Context: an optimization exercise on an open-source flow, tuned for small area. The choices shown serve that exercise and are no tape-out recipe. Function was checked by simulation only, so behaviour that the tests miss may differ from the original. Power is estimated from default activity; no workload was simulated.

==> run a <==
==> flow/design.v <==
package seq_pkg;
  typedef logic [$clog2(8)-1:0] vid_t;
  typedef logic [8-1:0] vinsn_vec_t;
  typedef logic [$clog2(32)-1:0] vreg_t;
  typedef enum logic [2:0] {
    VADD,
    VSUB,
    VMUL,
    VMACC,
    VLE,
    VSE
  } seq_op_e;
  typedef enum logic [1:0] {
    VFU_ALU,
    VFU_MFPU,
    VFU_LOAD,
    VFU_STORE
  } vfu_e;
  typedef enum logic {
    ST_IDLE,
    ST_WAIT
  } seq_state_e;
endpackage
module vec_sequencer (
  input  logic                            clk_i,
  input  logic                            rst_ni,
  input  logic                            req_valid_i,
  output logic                            req_ready_o,
  input  logic [2:0]                      req_op_i,
  input  logic [4:0]                      req_vs1_i,
  input  logic                            req_use_vs1_i,
  input  logic [4:0]                      req_vs2_i,
  input  logic                            req_use_vs2_i,
  input  logic [4:0]                      req_vd_i,
  input  logic                            req_use_vd_i,
  output logic                            resp_valid_o,
  output logic                            resp_error_o,
  output logic                            idle_o,
  output logic                            pe_req_valid_o,
  input  logic                            pe_req_ready_i,
  output logic [2:0]                      pe_req_id_o,
  output logic [2:0]                      pe_req_op_o,
  output logic [4:0]                      pe_req_vs1_o,
  output logic [4:0]                      pe_req_vs2_o,
  output logic [4:0]                      pe_req_vd_o,
  output logic [7:0]                      pe_hazard_vs1_o,
  output logic [7:0]                      pe_hazard_vs2_o,
  output logic [7:0]                      pe_hazard_vd_o,
  output logic [7:0]                      vinsn_running_o,
  output logic [63:0]                     hazard_table_o,
  input  logic [31:0]                     unit_done_i,
  input  logic                            addrgen_ack_i,
  input  logic                            addrgen_error_i
);
  logic is_alu, is_mfpu, is_ld, is_st;
  assign is_alu  = req_op_i[2:1] == 2'b00;
  assign is_mfpu = req_op_i[2:1] == 2'b01;
  assign is_ld   = req_op_i == 3'd4;
  assign is_st   = !is_alu && !is_mfpu && !is_ld;
  logic [7:0] run_q;
  logic [1:0] cnt_alu_q, cnt_mfpu_q;
  logic       busy_ld_q, busy_st_q;
  logic       wait_q;
  logic [7:0][4:0] wreg_q, r1reg_q, r2reg_q;
  logic [7:0]      wlast_q, r1last_q, r2last_q;
  logic       unit_free, full, issue;
  logic [7:0] nsel;
  logic [2:0] nid;
  assign full = &run_q;
  assign unit_free = (is_alu  && !cnt_alu_q[1]) ||
                     (is_mfpu && !cnt_mfpu_q[1]) ||
                     (is_ld   && !busy_ld_q) ||
                     (is_st   && !busy_st_q);
  assign req_ready_o = !wait_q && !(pe_req_valid_o && !pe_req_ready_i) && !full && unit_free;
  assign issue       = req_valid_i && req_ready_o;
  assign resp_valid_o = wait_q && addrgen_ack_i;
  assign resp_error_o = addrgen_error_i;
  always_comb begin
    nsel = '0;
    nid  = '0;
    for (int i = 7; i >= 0; i--) begin
      if (!run_q[i]) begin
        nsel    = '0;
        nsel[i] = 1'b1;
        nid     = 3'(i);
      end
    end
  end
  logic [7:0] done, keep, run_d;
  assign done  = unit_done_i[7:0] | unit_done_i[15:8] | unit_done_i[23:16] | unit_done_i[31:24];
  assign keep  = run_q & ~done;
  assign run_d = keep | (issue ? nsel : 8'h00);
  assign vinsn_running_o = run_q;
  assign idle_o          = ~|run_q;
  logic [7:0] eq_w1, eq_w2, eq_wd;
  logic [7:0] eq_a1, eq_a2, eq_ad;
  logic [7:0] eq_b1, eq_b2, eq_bd;
  logic [7:0] raw1, raw2, war, waw;
  logic [7:0] hz1, hz2, hzd;
  for (genvar i = 0; i < 8; i++) begin : gen_cmp
    assign eq_w1[i] = wreg_q[i] == req_vs1_i;
    assign eq_w2[i] = wreg_q[i] == req_vs2_i;
    assign eq_wd[i] = wreg_q[i] == req_vd_i;
    assign eq_a1[i] = r1reg_q[i] == req_vs1_i;
    assign eq_a2[i] = r1reg_q[i] == req_vs2_i;
    assign eq_ad[i] = r1reg_q[i] == req_vd_i;
    assign eq_b1[i] = r2reg_q[i] == req_vs1_i;
    assign eq_b2[i] = r2reg_q[i] == req_vs2_i;
    assign eq_bd[i] = r2reg_q[i] == req_vd_i;
  end
  assign raw1 = (req_use_vs1_i ? eq_w1 & wlast_q : 8'h00);
  assign raw2 = (req_use_vs2_i ? eq_w2 & wlast_q : 8'h00);
  assign waw  = (req_use_vd_i  ? eq_wd & wlast_q : 8'h00);
  assign war  = (req_use_vd_i  ? (eq_ad & r1last_q) | (eq_bd & r2last_q) : 8'h00);
  assign hz1 = (raw1 | war) & keep;
  assign hz2 = (raw2 | war) & keep;
  assign hzd = waw & keep;
  logic [7:0][7:0] table_q;
  always_ff @(posedge clk_i or negedge rst_ni) begin
    if (!rst_ni) begin
      run_q          <= '0;
      cnt_alu_q      <= '0;
      cnt_mfpu_q     <= '0;
      busy_ld_q      <= 1'b0;
      busy_st_q      <= 1'b0;
      wait_q         <= 1'b0;
      pe_req_valid_o <= 1'b0;
      table_q        <= '0;
    end else begin
      run_q <= run_d;
      if (issue && is_alu && !(|unit_done_i[7:0])) cnt_alu_q <= cnt_alu_q + 2'd1;
      else if (!(issue && is_alu) && (|unit_done_i[7:0])) cnt_alu_q <= cnt_alu_q - 2'd1;
      if (issue && is_mfpu && !(|unit_done_i[15:8])) cnt_mfpu_q <= cnt_mfpu_q + 2'd1;
      else if (!(issue && is_mfpu) && (|unit_done_i[15:8])) cnt_mfpu_q <= cnt_mfpu_q - 2'd1;
      if (issue && is_ld) busy_ld_q <= 1'b1;
      else if (|unit_done_i[23:16]) busy_ld_q <= 1'b0;
      if (issue && is_st) busy_st_q <= 1'b1;
      else if (|unit_done_i[31:24]) busy_st_q <= 1'b0;
      if (wait_q) begin
        if (addrgen_ack_i) wait_q <= 1'b0;
      end else if (issue && (is_ld || is_st)) begin
        wait_q <= 1'b1;
      end
      pe_req_valid_o <= issue || (pe_req_valid_o && !pe_req_ready_i);
      for (int r = 0; r < 8; r++) begin
        for (int j = 0; j < 8; j++) begin
          if (r == j) table_q[r][j] <= 1'b0;
          else table_q[r][j] <= (table_q[r][j] && keep[r] && keep[j]) ||
                                (issue && nsel[r] && (hz1[j] || hz2[j] || hzd[j]));
        end
      end
    end
  end
  assign hazard_table_o = table_q;
  always_ff @(posedge clk_i) begin
    if (issue) begin
      pe_req_id_o     <= nid;
      pe_req_op_o     <= req_op_i;
      pe_req_vs1_o    <= req_vs1_i;
      pe_req_vs2_o    <= req_vs2_i;
      pe_req_vd_o     <= req_vd_i;
      pe_hazard_vs1_o <= hz1;
      pe_hazard_vs2_o <= hz2;
      pe_hazard_vd_o  <= hzd;
      for (int i = 0; i < 8; i++) begin
        if (nsel[i]) begin
          wreg_q[i]   <= req_vd_i;
          r1reg_q[i]  <= req_vs1_i;
          r2reg_q[i]  <= req_vs2_i;
          wlast_q[i]  <= req_use_vd_i;
          r1last_q[i] <= req_use_vs1_i;
          r2last_q[i] <= req_use_vs2_i;
        end else begin
          if (req_use_vd_i && eq_wd[i]) wlast_q[i] <= 1'b0;
          if ((req_use_vs1_i && eq_a1[i]) || (req_use_vs2_i && eq_a2[i])) r1last_q[i] <= 1'b0;
          if ((req_use_vs1_i && eq_b1[i]) || (req_use_vs2_i && eq_b2[i])) r2last_q[i] <= 1'b0;
        end
      end
    end
  end
endmodule
==> flow/run.sh <==
#!/bin/bash
# synth_recipe.tcl (not shown) runs the flow's synth.tcl, then flattens the netlist and writes it again
# the make line also repeats each setting of config.mk as NAME=value (left out here)
make -C /OpenROAD-flow-scripts/flow DESIGN_CONFIG=/design/flow/config.mk WORK_HOME=/design/flow/orfs CLKGATE_MAP_FILE= SYNTH_SCRIPT=/design/flow/synth_recipe.tcl finish
==> flow/config.mk <==
export PLATFORM = sky130hd
export DESIGN_NAME = vec_sequencer
export DESIGN_NICKNAME = vec_sequencer
export VERILOG_FILES = /design/flow/design.v
export SDC_FILE = /design/flow/constraint.sdc
export NUM_CORES = 4
export LEC_CHECK = 0
export CAP_MARGIN = 20
export CORE_MARGIN = 2
export CORE_UTILIZATION = 40
export CTS_BUF_LIST = sky130_fd_sc_hd__clkbuf_2 sky130_fd_sc_hd__clkbuf_4 sky130_fd_sc_hd__clkbuf_8
export SLEW_MARGIN = 20
==> flow/constraint.sdc <==
create_clock -name core_clock -period 6.0 [get_ports {clk_i}]
set_input_delay 1.2000 -clock core_clock [delete_from_list [all_inputs] [get_ports {clk_i}]]
set_output_delay 1.2000 -clock core_clock [all_outputs]
set_load 0.01 [all_outputs]
==> run b: changes against run a <==
CORE_UTILIZATION = 65   (was 40)
CTS_BUF_LIST = unset   (was sky130_fd_sc_hd__clkbuf_2 sky130_fd_sc_hd__clkbuf_4 sky130_fd_sc_hd__clkbuf_8)
PLACE_DENSITY = 0.75   (was unset)
==> results.tsv <==
stage	metric	value	unit
pwr	Int Pwr	3.29	mW
min_path	Worst Hold End	cnt_mfpu_q[1]	
timing	Clock Skew	25.1	ps
placement	Placed Area	15700	µm²
pwr	Flop pwr share	47.3	%
run_status	status	no timing/DRC/antenna violations	
final_layout	bufs w/o clock	199	
final_layout	Multi-input gate area	6050	µm²
That was run b.
==> results.tsv <==
stage	metric	value	unit
min_path	hold path startpoint	cnt_alu_q[1]	
detailed_routing	met1 WL	19400	µm
pwr	Flop pwr share	46.8	%
final_layout	filler cell count	3151	
timing	Clock Skew	27.2	ps
synth	mean area per synthesized cell	11.7	µm²
final_layout	Multi-input gate area	6050	µm²
final_layout	bufs w/o clock	201	
run_status	status	no timing/DRC/antenna violations	
pwr	Int Pwr	3.28	mW
min_path	Worst Hold End	cnt_alu_q[1]	
pwr	Clock group	1.80	mW
That was run a.

---

==> inputs of garnet <==
RTL: the design.v shown in full above, as it stands there.
==> flow/config.mk <==
export PLATFORM = sky130hd
export DESIGN_NAME = vec_sequencer
export DESIGN_NICKNAME = vec_sequencer
export VERILOG_FILES = /design/flow/design.v
export SDC_FILE = /design/flow/constraint.sdc
export NUM_CORES = 4
export LEC_CHECK = 0
export CAP_MARGIN = 20
export CORE_MARGIN = 2
export CORE_UTILIZATION = 40
export SLEW_MARGIN = 20
==> flow/constraint.sdc <==
create_clock -name core_clock -period 6.0 [get_ports {clk_i}]
set_input_delay 1.2000 -clock core_clock [delete_from_list [all_inputs] [get_ports {clk_i}]]
set_output_delay 1.2000 -clock core_clock [all_outputs]
set_load 0.01 [all_outputs]
standard.sh (not shown) runs the stock make flow with config.mk's settings and CLKGATE_MAP_FILE= SYNTH_SCRIPT=/design/flow/synth_recipe.tcl, a recipe that flattens the netlist after the stock synthesis.
==> flow/flow/run.sh <==
#!/bin/bash
# Standard layout, with three changes:
#  - synthesis maps the logic with an area-oriented ABC script (flow/area.abc);
#    everything else in synthesis is synth_recipe.tcl as given
#  - the port buffers are made from the smallest buffer cell
#  - a lighter clock tree: clkbuf_4 only, small sink clusters, no dummy loads
set -euo pipefail
W=$PWD
sed "s#@ABC@#$W/flow/area.abc#" flow/area_synth.tcl.in > "$W/area_synth.tcl"
export BUFFER_PORTS_ARGS="-buffer_cell sky130_fd_sc_hd__buf_1"
export CTS_ARGS="-sink_clustering_enable -repair_clock_nets -dont_use_dummy_load -buf_list {sky130_fd_sc_hd__clkbuf_4} -sink_clustering_size 10 -sink_clustering_max_diameter 40"
bash standard.sh finish SYNTH_SCRIPT="$W/area_synth.tcl" > standard_make.log 2>&1
==> flow/flow/area.abc <==
strash
dch
amap
==> flow/flow/area_synth.tcl.in <==
proc abc {args} {
  set i [lsearch -exact $args -script]
  if {$i >= 0} { lset args [expr {$i + 1}] @ABC@ }
  yosys abc {*}$args
}
proc synth {args} { yosys synth -nofsm -noshare {*}$args }
source $::env(SCRIPTS_DIR)/synth.tcl
# left out here: clear keep_hierarchy, flatten, clean up, hide names made inside functions, write 1_2_yosys.v
==> maple: changes against garnet <==
==> flow/run.sh (new file) <==
#!/bin/bash
# synth_recipe.tcl (not shown) runs the flow's synth.tcl, then flattens the netlist and writes it again
# the make line also repeats each setting of config.mk as NAME=value (left out here)
make -C /OpenROAD-flow-scripts/flow DESIGN_CONFIG=/design/flow/config.mk WORK_HOME=/design/flow/orfs CLKGATE_MAP_FILE= SYNTH_SCRIPT=/design/flow/synth_recipe.tcl finish
Settings changed: CTS_BUF_LIST set to sky130_fd_sc_hd__clkbuf_8, CTS_CLUSTER_DIAMETER set to 50, CTS_CLUSTER_SIZE set to 20.
removed: flow/flow/run.sh
removed: flow/flow/area.abc
removed: flow/flow/area_synth.tcl.in
removed: flow/standard.sh
==> quartz: changes against garnet <==
--- a/flow/design.v
+++ b/flow/design.v
@@ -116,5 +116,6 @@
   assign hz2 = (raw2 | war) & keep;
   assign hzd = waw & keep;
-  logic [7:0][7:0] table_q;
+  logic [7:0] hzany;
+  assign hzany = hz1 | hz2 | hzd;
   always_ff @(posedge clk_i or negedge rst_ni) begin
     if (!rst_ni) begin
@@ -126,5 +127,4 @@
       wait_q         <= 1'b0;
       pe_req_valid_o <= 1'b0;
-      table_q        <= '0;
     end else begin
       run_q <= run_d;
@@ -143,9 +143,16 @@
       end
       pe_req_valid_o <= issue || (pe_req_valid_o && !pe_req_ready_i);
+    end
+  end
+  logic [63:0] table_q;
+  always_ff @(posedge clk_i or negedge rst_ni) begin
+    if (!rst_ni) begin
+      table_q <= '0;
+    end else begin
       for (int r = 0; r < 8; r++) begin
         for (int j = 0; j < 8; j++) begin
-          if (r == j) table_q[r][j] <= 1'b0;
-          else table_q[r][j] <= (table_q[r][j] && keep[r] && keep[j]) ||
-                                (issue && nsel[r] && (hz1[j] || hz2[j] || hzd[j]));
+          if (r == j) table_q[8*r+j] <= 1'b0;
+          else table_q[8*r+j] <= (table_q[8*r+j] && keep[r] && keep[j]) ||
+                                 (issue && nsel[r] && hzany[j]);
         end
       end
@@ -165,17 +172,22 @@
       for (int i = 0; i < 8; i++) begin
         if (nsel[i]) begin
-          wreg_q[i]   <= req_vd_i;
-          r1reg_q[i]  <= req_vs1_i;
-          r2reg_q[i]  <= req_vs2_i;
-          wlast_q[i]  <= req_use_vd_i;
-          r1last_q[i] <= req_use_vs1_i;
-          r2last_q[i] <= req_use_vs2_i;
-        end else begin
-          if (req_use_vd_i && eq_wd[i]) wlast_q[i] <= 1'b0;
-          if ((req_use_vs1_i && eq_a1[i]) || (req_use_vs2_i && eq_a2[i])) r1last_q[i] <= 1'b0;
-          if ((req_use_vs1_i && eq_b1[i]) || (req_use_vs2_i && eq_b2[i])) r2last_q[i] <= 1'b0;
+          wreg_q[i]  <= req_vd_i;
+          r1reg_q[i] <= req_vs1_i;
+          r2reg_q[i] <= req_vs2_i;
         end
       end
     end
   end
+  logic [7:0] set_w, set_r1, set_r2, kill_w, kill_r1, kill_r2;
+  assign set_w   = (issue && req_use_vd_i)  ? nsel : 8'h00;
+  assign set_r1  = (issue && req_use_vs1_i) ? nsel : 8'h00;
+  assign set_r2  = (issue && req_use_vs2_i) ? nsel : 8'h00;
+  assign kill_w  = issue ? (nsel | (req_use_vd_i ? eq_wd : 8'h00)) : 8'h00;
+  assign kill_r1 = issue ? (nsel | (req_use_vs1_i ? eq_a1 : 8'h00) | (req_use_vs2_i ? eq_a2 : 8'h00)) : 8'h00;
+  assign kill_r2 = issue ? (nsel | (req_use_vs1_i ? eq_b1 : 8'h00) | (req_use_vs2_i ? eq_b2 : 8'h00)) : 8'h00;
+  always_ff @(posedge clk_i) begin
+    wlast_q  <= (wlast_q  & ~kill_w)  | set_w;
+    r1last_q <= (r1last_q & ~kill_r1) | set_r1;
+    r2last_q <= (r2last_q & ~kill_r2) | set_r2;
+  end
 endmodule
--- a/flow/flow/run.sh
+++ b/flow/flow/run.sh
@@ -9,4 +9,6 @@
 sed "s#@ABC@#$W/flow/area.abc#" flow/area_synth.tcl.in > "$W/area_synth.tcl"
 export BUFFER_PORTS_ARGS="-buffer_cell sky130_fd_sc_hd__buf_1"
+for s in FLOORPLAN GLOBAL_PLACE RESIZE REPAIR_TIMING_POST_PLACE CTS GLOBAL_ROUTE DETAIL_ROUTE; do export PRE_${s}_TCL="$W/flow/small_bufs.tcl"; done
+export PRE_GLOBAL_PLACE_TCL="$W/flow/place_prep.tcl"
 export CTS_ARGS="-sink_clustering_enable -repair_clock_nets -dont_use_dummy_load -buf_list {sky130_fd_sc_hd__clkbuf_4} -sink_clustering_size 10 -sink_clustering_max_diameter 40"
 bash standard.sh finish SYNTH_SCRIPT="$W/area_synth.tcl" > standard_make.log 2>&1
==> flow/flow/place_prep.tcl (new file) <==
# As timing-driven placement does: drop synthesis buffers before the ports get theirs
source [file join [file dirname [info script]] small_bufs.tcl]
remove_buffers
==> flow/flow/small_bufs.tcl (new file) <==
# Keep repair from reaching for the largest buffers
set_dont_use [get_lib_cells {sky130_fd_sc_hd__buf_6 sky130_fd_sc_hd__buf_8 sky130_fd_sc_hd__buf_12 sky130_fd_sc_hd__buf_16 sky130_fd_sc_hd__bufbuf_8 sky130_fd_sc_hd__bufbuf_16 sky130_fd_sc_hd__clkbuf_8 sky130_fd_sc_hd__clkbuf_16}]
Settings changed: GPL_TIMING_DRIVEN set to 0.
==> results.toml <==
[outcome]
status = "no timing/DRC/antenna violations"

[pwr]
p_sw_share_pct = 28.1

[grt]
grt_pass1_vias = 10300

[critical_path]
worstPathRequired_ns = 4.80
path_cells = "clkdlybuf4s50_1 -> nor2_1 -> mux2i_1 -> a21oi_1 -> buf_4 -> nor4_1 -> clkdlybuf4s50_1"

[placed_design]
gp_congestion = 0.822

[route]
wl_met1_mm = 19.4
That was maple.
==> results.toml <==
[outcome]
status = "no timing/DRC/antenna violations"

[layout]
final_cell_mix = "233 x o22ai_1, 210 x clkinv_1, 189 x edfxtp_1"

[route]
wl_met1_mm = 19.5

[pwr]
p_sw_share_pct = 29.1

[critical_path]
worstPathRequired_ns = 6.50

[placed_design]
gp_congestion = 0.898

[grt]
grt_pass1_vias = 12300
That was garnet.
==> results.toml <==
[route]
wl_met1_mm = 19.2

[placed_design]
gp_congestion = 0.882

[critical_path]
worstPathRequired_ns = 6.56
path_cells = "clkinv_1 -> nor2_1 -> nand3_1 -> or3_1 -> nor3_1 -> clkinv_1 -> nor2_2 -> clkinv_1 -> o22ai_1"

[grt]
grt_pass1_vias = 12100

[outcome]
status = "no timing/DRC/antenna violations"

[pwr]
p_sw_share_pct = 29.8
That was quartz.

## port drivers added, routing unchanged
The flow's constraints put no driver on any port. The routed layouts listed below were extracted and timed again, unchanged, in two steps. Step 1: set_driving_cell puts a clkbuf_16 on clk_i and a buf_2 on each other input, an assumption about the parent block. Step 2 times the ports against the registers' clock, not the clock port: input delays grow and output delays shrink by t, the midpoint of the rising clock arrivals with the driver on. Slacks: ideal / step 1 / step 2; pairs: ideal / step 1.
run | shift t [ns] | setup slack, ns | worst setup path at the end
run a | 0.633 | 1.395 / 1.374 / 1.374 | input to output
run b | 0.599 | 1.423 / 1.389 / 1.389 | input to output
garnet | 0.698 | 2.101 / 2.099 / 1.415 | input to register
maple | 0.597 | 1.420 / 1.400 / 1.400 | input to output
quartz | 0.707 | 1.295 / 1.295 / 0.766 | input to register
After both steps setup and hold are still met in every run listed. For garnet, which loses most, drivers alone change the setup slack by -0.002 ns; drivers and shift together by -0.686 ns.
